What follows belongs to an exercise in optimizing a design on an open flow for small area; a production flow would make more cautious choices.
RTL that was checked went through simulation tests only; none was proved equivalent to the original.
No activity file was given, so power comes from the tool's default toggle rates.

## MS
==> flow/design.v <==
`timescale 1ns/1ps
module random_map_writer (
    input  logic        clk,
    input  logic        rst,
    input  logic        start,
    input  logic [15:0] seed,
    input  logic [4:0]  density,
    input  logic [4:0]  rd_x,
    input  logic [4:0]  rd_y,
    output logic        rd_occ,
    output logic        busy,
    output logic        done,
    output logic [9:0]  occ_count
);
    logic [9:0]  idx;
    logic [15:0] lfsr;
    logic [4:0]  dcur, dprev;
    logic        start_accept, cell_bit, row_start, seed_zero;
    logic [15:0] cp0;
    logic [15:0] cp1;
    logic [15:0] cp2;
    logic [15:0] pend;   
    assign start_accept = !busy && !done && start;
    assign cell_bit     = dcur[4] || (lfsr[3:0] < dcur[3:0]);
    assign row_start    = (idx[7:0] == '0);
    assign seed_zero    = (seed == 16'h0000);
    always_ff @(posedge clk) begin
        if (rst) begin
            busy      <= 1'b0;
            done      <= 1'b0;
            idx       <= '0;
            dcur      <= '0;
            dprev     <= '0;
            occ_count <= '0;
        end else if (start_accept) begin
            busy      <= 1'b1;
            idx       <= '0;
            dprev     <= dcur;
            dcur      <= (density > 5'd16) ? 5'd16 : density;
            occ_count <= '0;
        end else if (busy) begin
            idx       <= idx + 1'b1;
            occ_count <= occ_count + 10'(cell_bit);
            if (idx == 10'd767) begin
                busy <= 1'b0;
                done <= 1'b1;
            end
        end else begin
            done <= 1'b0;
        end
    end
    always_ff @(posedge clk) begin
        if (busy)
            lfsr <= {lfsr[14:0], lfsr[15] ^ lfsr[13] ^ lfsr[12] ^ lfsr[10]};
        else
            lfsr <= seed | (seed_zero ? 16'hACE1 : 16'h0000);
    end
    logic [15:0] dlfsr;
    assign dlfsr[0] = lfsr[0] ^ lfsr[2] ^ lfsr[3] ^ lfsr[4] ^ lfsr[5] ^ lfsr[7] ^ lfsr[8] ^ lfsr[10] ^ lfsr[11] ^ lfsr[12] ^ lfsr[13] ^ lfsr[15];
    assign dlfsr[1] = lfsr[5] ^ lfsr[9] ^ lfsr[11] ^ lfsr[15];
    assign dlfsr[2] = lfsr[10] ^ lfsr[12] ^ lfsr[13] ^ lfsr[15];
    assign dlfsr[3] = lfsr[15];
    assign dlfsr[4] = lfsr[0] ^ lfsr[1] ^ lfsr[3] ^ lfsr[8] ^ lfsr[10] ^ lfsr[14];
    assign dlfsr[5] = lfsr[0] ^ lfsr[1] ^ lfsr[2] ^ lfsr[3] ^ lfsr[4] ^ lfsr[9] ^ lfsr[15];
    assign dlfsr[6] = lfsr[0] ^ lfsr[2] ^ lfsr[5] ^ lfsr[6] ^ lfsr[7] ^ lfsr[8] ^ lfsr[9] ^ lfsr[10] ^ lfsr[12] ^ lfsr[13] ^ lfsr[14];
    assign dlfsr[7] = lfsr[3] ^ lfsr[6] ^ lfsr[7] ^ lfsr[13];
    assign dlfsr[8] = lfsr[1] ^ lfsr[3] ^ lfsr[5] ^ lfsr[7] ^ lfsr[8] ^ lfsr[9] ^ lfsr[10] ^ lfsr[11] ^ lfsr[12] ^ lfsr[13] ^ lfsr[15];
    assign dlfsr[9] = lfsr[0] ^ lfsr[2] ^ lfsr[6] ^ lfsr[7] ^ lfsr[14];
    assign dlfsr[10] = lfsr[1] ^ lfsr[5] ^ lfsr[6] ^ lfsr[9] ^ lfsr[10] ^ lfsr[11] ^ lfsr[15];
    assign dlfsr[11] = lfsr[2] ^ lfsr[4] ^ lfsr[5] ^ lfsr[7] ^ lfsr[8] ^ lfsr[12] ^ lfsr[15];
    assign dlfsr[12] = lfsr[4] ^ lfsr[6] ^ lfsr[8] ^ lfsr[9] ^ lfsr[11] ^ lfsr[13];
    assign dlfsr[13] = lfsr[0] ^ lfsr[2] ^ lfsr[4] ^ lfsr[6] ^ lfsr[8] ^ lfsr[9] ^ lfsr[10] ^ lfsr[11] ^ lfsr[13] ^ lfsr[14];
    assign dlfsr[14] = lfsr[2] ^ lfsr[3] ^ lfsr[4] ^ lfsr[5] ^ lfsr[10] ^ lfsr[11] ^ lfsr[12];
    assign dlfsr[15] = lfsr[0] ^ lfsr[1] ^ lfsr[2] ^ lfsr[3] ^ lfsr[5] ^ lfsr[7] ^ lfsr[8] ^ lfsr[14];
    logic [1:0] prow;
    logic [9:0] idxm1;
    assign idxm1 = idx - 1'b1;
    assign prow  = idxm1[9:8];
    always_ff @(posedge clk) begin
        if (busy && row_start)
            pend <= dlfsr;
        if ((busy && row_start) || done) begin
            case (prow)
                0: cp0 <= pend;
                1: cp1 <= pend;
                2: cp2 <= pend;
                default: ;
            endcase
        end
    end
    logic [9:0]  k;
    logic        valid, cur, use_pend;
    logic [1:0] rrow;
    logic [7:0] roff;
    logic [3:0] grp;
    logic [15:0] base;
    assign k        = {rd_y, rd_x};
    assign valid    = !(rd_y[4] && rd_y[3]);
    assign rrow     = k[9:8];
    assign roff     = k[7:0];
    assign grp      = k[7:4];
    assign use_pend = (rrow == prow) && ((idx[7:0] == '0) || (roff < idx[7:0]));
    assign cur      = (idx != '0) && ((rrow < prow) || use_pend);
    always_comb begin
        case (rrow)
            0: base = cp0;
            1: base = cp1;
            2: base = cp2;
            default: base = cp2;
        endcase
        if (use_pend) base = pend;
    end
    logic [30:0] dq;
    assign dq[0] = base[15];
    assign dq[1] = base[14];
    assign dq[2] = base[13];
    assign dq[3] = base[12];
    assign dq[4] = base[11];
    assign dq[5] = base[10];
    assign dq[6] = base[9];
    assign dq[7] = base[8];
    assign dq[8] = base[7];
    assign dq[9] = base[6];
    assign dq[10] = base[5];
    assign dq[11] = base[4];
    assign dq[12] = base[3];
    assign dq[13] = base[2];
    assign dq[14] = base[1];
    assign dq[15] = base[0];
    assign dq[16] = base[10] ^ base[12] ^ base[13] ^ base[15];
    assign dq[17] = base[9] ^ base[11] ^ base[12] ^ base[14];
    assign dq[18] = base[8] ^ base[10] ^ base[11] ^ base[13];
    assign dq[19] = base[7] ^ base[9] ^ base[10] ^ base[12];
    assign dq[20] = base[6] ^ base[8] ^ base[9] ^ base[11];
    assign dq[21] = base[5] ^ base[7] ^ base[8] ^ base[10];
    assign dq[22] = base[4] ^ base[6] ^ base[7] ^ base[9];
    assign dq[23] = base[3] ^ base[5] ^ base[6] ^ base[8];
    assign dq[24] = base[2] ^ base[4] ^ base[5] ^ base[7];
    assign dq[25] = base[1] ^ base[3] ^ base[4] ^ base[6];
    assign dq[26] = base[0] ^ base[2] ^ base[3] ^ base[5];
    assign dq[27] = base[1] ^ base[2] ^ base[4] ^ base[10] ^ base[12] ^ base[13] ^ base[15];
    assign dq[28] = base[0] ^ base[1] ^ base[3] ^ base[9] ^ base[11] ^ base[12] ^ base[14];
    assign dq[29] = base[0] ^ base[2] ^ base[8] ^ base[11] ^ base[12] ^ base[15];
    assign dq[30] = base[1] ^ base[7] ^ base[11] ^ base[12] ^ base[13] ^ base[14] ^ base[15];
    logic [30:0] dsh;
    assign dsh = dq >> grp;
    logic [15:0] jumped;
    assign jumped[0] = dsh[15];
    assign jumped[1] = dsh[14];
    assign jumped[2] = dsh[13];
    assign jumped[3] = dsh[12];
    assign jumped[4] = dsh[11];
    assign jumped[5] = dsh[10];
    assign jumped[6] = dsh[9];
    assign jumped[7] = dsh[8];
    assign jumped[8] = dsh[7];
    assign jumped[9] = dsh[6];
    assign jumped[10] = dsh[5];
    assign jumped[11] = dsh[4];
    assign jumped[12] = dsh[3];
    assign jumped[13] = dsh[2];
    assign jumped[14] = dsh[1];
    assign jumped[15] = dsh[0];
    logic [15:0] pv;
    logic [3:0]  px;
    logic        psel, pen;
    always_ff @(posedge clk) begin
        pv   <= jumped;
        px   <= rd_x[3:0];
        psel <= cur && !start_accept;
        pen  <= valid && !rst;
    end
    logic [18:0] wv;
    assign wv[0] = pv[0] ^ pv[3] ^ pv[5] ^ pv[8];
    assign wv[1] = pv[1] ^ pv[2] ^ pv[3] ^ pv[9] ^ pv[11] ^ pv[13];
    assign wv[2] = pv[1] ^ pv[4] ^ pv[8] ^ pv[10] ^ pv[11] ^ pv[13];
    assign wv[3] = pv[1] ^ pv[5] ^ pv[6] ^ pv[7] ^ pv[9] ^ pv[10] ^ pv[11];
    assign wv[4] = pv[2];
    assign wv[5] = pv[0] ^ pv[2] ^ pv[3] ^ pv[6] ^ pv[9] ^ pv[10] ^ pv[12] ^ pv[15];
    assign wv[6] = pv[0] ^ pv[1] ^ pv[2] ^ pv[3] ^ pv[5] ^ pv[6] ^ pv[7] ^ pv[8] ^ pv[12] ^ pv[13];
    assign wv[7] = pv[1] ^ pv[4] ^ pv[6] ^ pv[7] ^ pv[8] ^ pv[10] ^ pv[11] ^ pv[13] ^ pv[15];
    assign wv[8] = pv[0] ^ pv[4] ^ pv[5] ^ pv[9] ^ pv[10] ^ pv[11] ^ pv[13] ^ pv[15];
    assign wv[9] = pv[0] ^ pv[1] ^ pv[3] ^ pv[4] ^ pv[5] ^ pv[10] ^ pv[11] ^ pv[12] ^ pv[15];
    assign wv[10] = pv[3] ^ pv[7] ^ pv[9] ^ pv[11] ^ pv[13] ^ pv[14];
    assign wv[11] = pv[1] ^ pv[4] ^ pv[8] ^ pv[9] ^ pv[10] ^ pv[11] ^ pv[13] ^ pv[15];
    assign wv[12] = pv[3] ^ pv[7] ^ pv[8] ^ pv[10] ^ pv[11];
    assign wv[13] = pv[0] ^ pv[1] ^ pv[4] ^ pv[5] ^ pv[7] ^ pv[11] ^ pv[15];
    assign wv[14] = pv[2] ^ pv[3] ^ pv[4] ^ pv[5] ^ pv[7] ^ pv[10] ^ pv[14] ^ pv[15];
    assign wv[15] = pv[0] ^ pv[1] ^ pv[2] ^ pv[4] ^ pv[5] ^ pv[6] ^ pv[7] ^ pv[9] ^ pv[11] ^ pv[12] ^ pv[14] ^ pv[15];
    assign wv[16] = pv[2] ^ pv[4] ^ pv[7] ^ pv[10] ^ pv[12] ^ pv[13] ^ pv[15];
    assign wv[17] = pv[0] ^ pv[1] ^ pv[2] ^ pv[8] ^ pv[10] ^ pv[12];
    assign wv[18] = pv[0] ^ pv[3] ^ pv[7] ^ pv[9] ^ pv[10] ^ pv[12];
    logic [18:0] ws;
    assign ws = wv >> px;
    logic [3:0] nib;
    assign nib = {ws[0], ws[1], ws[2], ws[3]};
    logic [4:0] pd;
    assign pd = psel ? dcur : dprev;
    logic [3:0] lt;
    assign lt[0] = pd[0] & ~nib[0];
    assign lt[1] = pd[1] ? (~nib[1] | lt[0]) : (~nib[1] & lt[0]);
    assign lt[2] = pd[2] ? (~nib[2] | lt[1]) : (~nib[2] & lt[1]);
    assign lt[3] = pd[3] ? (~nib[3] | lt[2]) : (~nib[3] & lt[2]);
    assign rd_occ = pen && (pd[4] || lt[3]);
endmodule
==> flow/config.mk <==
export PLATFORM = sky130hd
export DESIGN_NAME = random_map_writer
export DESIGN_NICKNAME = random_map_writer
export VERILOG_FILES = /design/flow/design.v
export SDC_FILE = /design/flow/constraint.sdc
export NUM_CORES = 4
export LEC_CHECK = 0
export CAP_MARGIN = 20
export CORE_MARGIN = 2
export CORE_UTILIZATION = 55
export CTS_BUF_LIST = sky130_fd_sc_hd__clkbuf_8
export GPL_TIMING_DRIVEN = 0
export SLEW_MARGIN = 20
==> flow/constraint.sdc <==
create_clock -name core_clock -period 5.0 [get_ports {clk}]
set_input_delay 1.0000 -clock core_clock [delete_from_list [all_inputs] [get_ports {clk}]]
set_output_delay 1.0000 -clock core_clock [all_outputs]
set_load 0.01 [all_outputs]
standard.sh (not shown) runs the stock make flow with config.mk's settings and CLKGATE_MAP_FILE= SYNTH_SCRIPT=/design/flow/synth_recipe.tcl, a recipe that flattens the netlist after the stock synthesis.
==> flow/flow/run.sh <==
#!/bin/bash
# The standard layout with two changes:
#  - every port still gets its own buffer, but a plain buf_1 instead of the
#    delay buffer that buffer_ports picks by default;
#  - synthesis maps the logic with flow/abc_map.script (an area-oriented ABC
#    script) in place of ORFS's abc_speed.script. Everything else in the ORFS
#    scripts is used unchanged, from a copy made here.
set -euo pipefail
export BUFFER_PORTS_ARGS="-buffer_cell sky130_fd_sc_hd__buf_1"
rm -rf scripts_local
cp -r "$FLOW_HOME/scripts" scripts_local
cp flow/abc_map.script scripts_local/abc_speed.script
export SCRIPTS_DIR="$PWD/scripts_local"
bash standard.sh > standard.log 2>&1
==> flow/flow/abc_map.script <==
strash
dc2
dc2
&get -n
&dch -f
&nf -R 1000
&put
topo
stime -c
dnsize -c
#### Input delta (AL over MS)
diff --git a/flow/design.v b/flow/design.v
--- a/flow/design.v
+++ b/flow/design.v
@@ -140,35 +140,41 @@
     assign dq[26] = base[0] ^ base[2] ^ base[3] ^ base[5];
     assign dq[27] = base[1] ^ base[2] ^ base[4] ^ base[10] ^ base[12] ^ base[13] ^ base[15];
     assign dq[28] = base[0] ^ base[1] ^ base[3] ^ base[9] ^ base[11] ^ base[12] ^ base[14];
     assign dq[29] = base[0] ^ base[2] ^ base[8] ^ base[11] ^ base[12] ^ base[15];
     assign dq[30] = base[1] ^ base[7] ^ base[11] ^ base[12] ^ base[13] ^ base[14] ^ base[15];
     logic [30:0] dsh;
-    assign dsh = dq >> grp;
-    logic [15:0] jumped;
-    assign jumped[0] = dsh[15];
-    assign jumped[1] = dsh[14];
-    assign jumped[2] = dsh[13];
-    assign jumped[3] = dsh[12];
-    assign jumped[4] = dsh[11];
-    assign jumped[5] = dsh[10];
-    assign jumped[6] = dsh[9];
-    assign jumped[7] = dsh[8];
-    assign jumped[8] = dsh[7];
-    assign jumped[9] = dsh[6];
-    assign jumped[10] = dsh[5];
-    assign jumped[11] = dsh[4];
-    assign jumped[12] = dsh[3];
-    assign jumped[13] = dsh[2];
-    assign jumped[14] = dsh[1];
-    assign jumped[15] = dsh[0];
+    assign dsh = dq >> {grp[3:1], 1'b0};
+    logic [16:0] pt;
+    logic        pg0;
+    always_ff @(posedge clk) begin
+        pt  <= dsh[16:0];
+        pg0 <= grp[0];
+    end
+    logic [16:0] psh;
+    assign psh = pg0 ? {1'b0, pt[16:1]} : pt;
     logic [15:0] pv;
+    assign pv[0] = psh[15];
+    assign pv[1] = psh[14];
+    assign pv[2] = psh[13];
+    assign pv[3] = psh[12];
+    assign pv[4] = psh[11];
+    assign pv[5] = psh[10];
+    assign pv[6] = psh[9];
+    assign pv[7] = psh[8];
+    assign pv[8] = psh[7];
+    assign pv[9] = psh[6];
+    assign pv[10] = psh[5];
+    assign pv[11] = psh[4];
+    assign pv[12] = psh[3];
+    assign pv[13] = psh[2];
+    assign pv[14] = psh[1];
+    assign pv[15] = psh[0];
     logic [3:0]  px;
     logic        psel, pen;
     always_ff @(posedge clk) begin
-        pv   <= jumped;
         px   <= rd_x[3:0];
         psel <= cur && !start_accept;
         pen  <= valid && !rst;
     end
     logic [18:0] wv;
     assign wv[0] = pv[0] ^ pv[3] ^ pv[5] ^ pv[8];
### Flow results
- Of MS and AL, the higher share of the clock period used by the worst path after layout belongs to AL.
- Compare MS and AL | clock power share lower: AL
- Between AL and MS, the clock skew does not differ in any meaningful way.
- Against MS as the reference, AL delivers a higher worst setup slack before clock tree synthesis.
- In the metrics for MS and AL, the one carrying the lower total chip power is MS.
- Setup WNS MS -> AL: worse
For AL, only the layout was checked, not whether the RTL still works.

-- separate check: timing with driven ports --
The flow's constraints put no driver on any port. The routed layouts listed below were extracted and timed again, unchanged, in two steps. Step 1, drivers: a clkbuf_16 drives clk and a buf_2 each remaining input, both assumed. Step 2 times the ports against the registers' clock, not the clock port: input delays grow and output delays shrink by t, the midpoint of the rising clock arrivals with the driver on. Three values: no drivers, after step 1, after step 2; two values: the first two.
run | shift t [ns] | slack for setup (ns) | clock arrival spread, ns | worst register clock-pin slew, ns | worst slew at a driven data input, ns
MS | 0.497 | 0.309 / 0.320 / -0.178 | 0.020 / 0.019 | 0.08 / 0.08 | 0.04
AL | 0.480 | 0.133 / 0.095 / 0.118 | 0.015 / 0.015 | 0.09 / 0.09 | 0.05
Met with ideal ports but missed after step 2: setup timing in MS. For MS, which loses most, drivers alone change the setup slack by +0.011 ns; drivers and shift together by -0.487 ns.
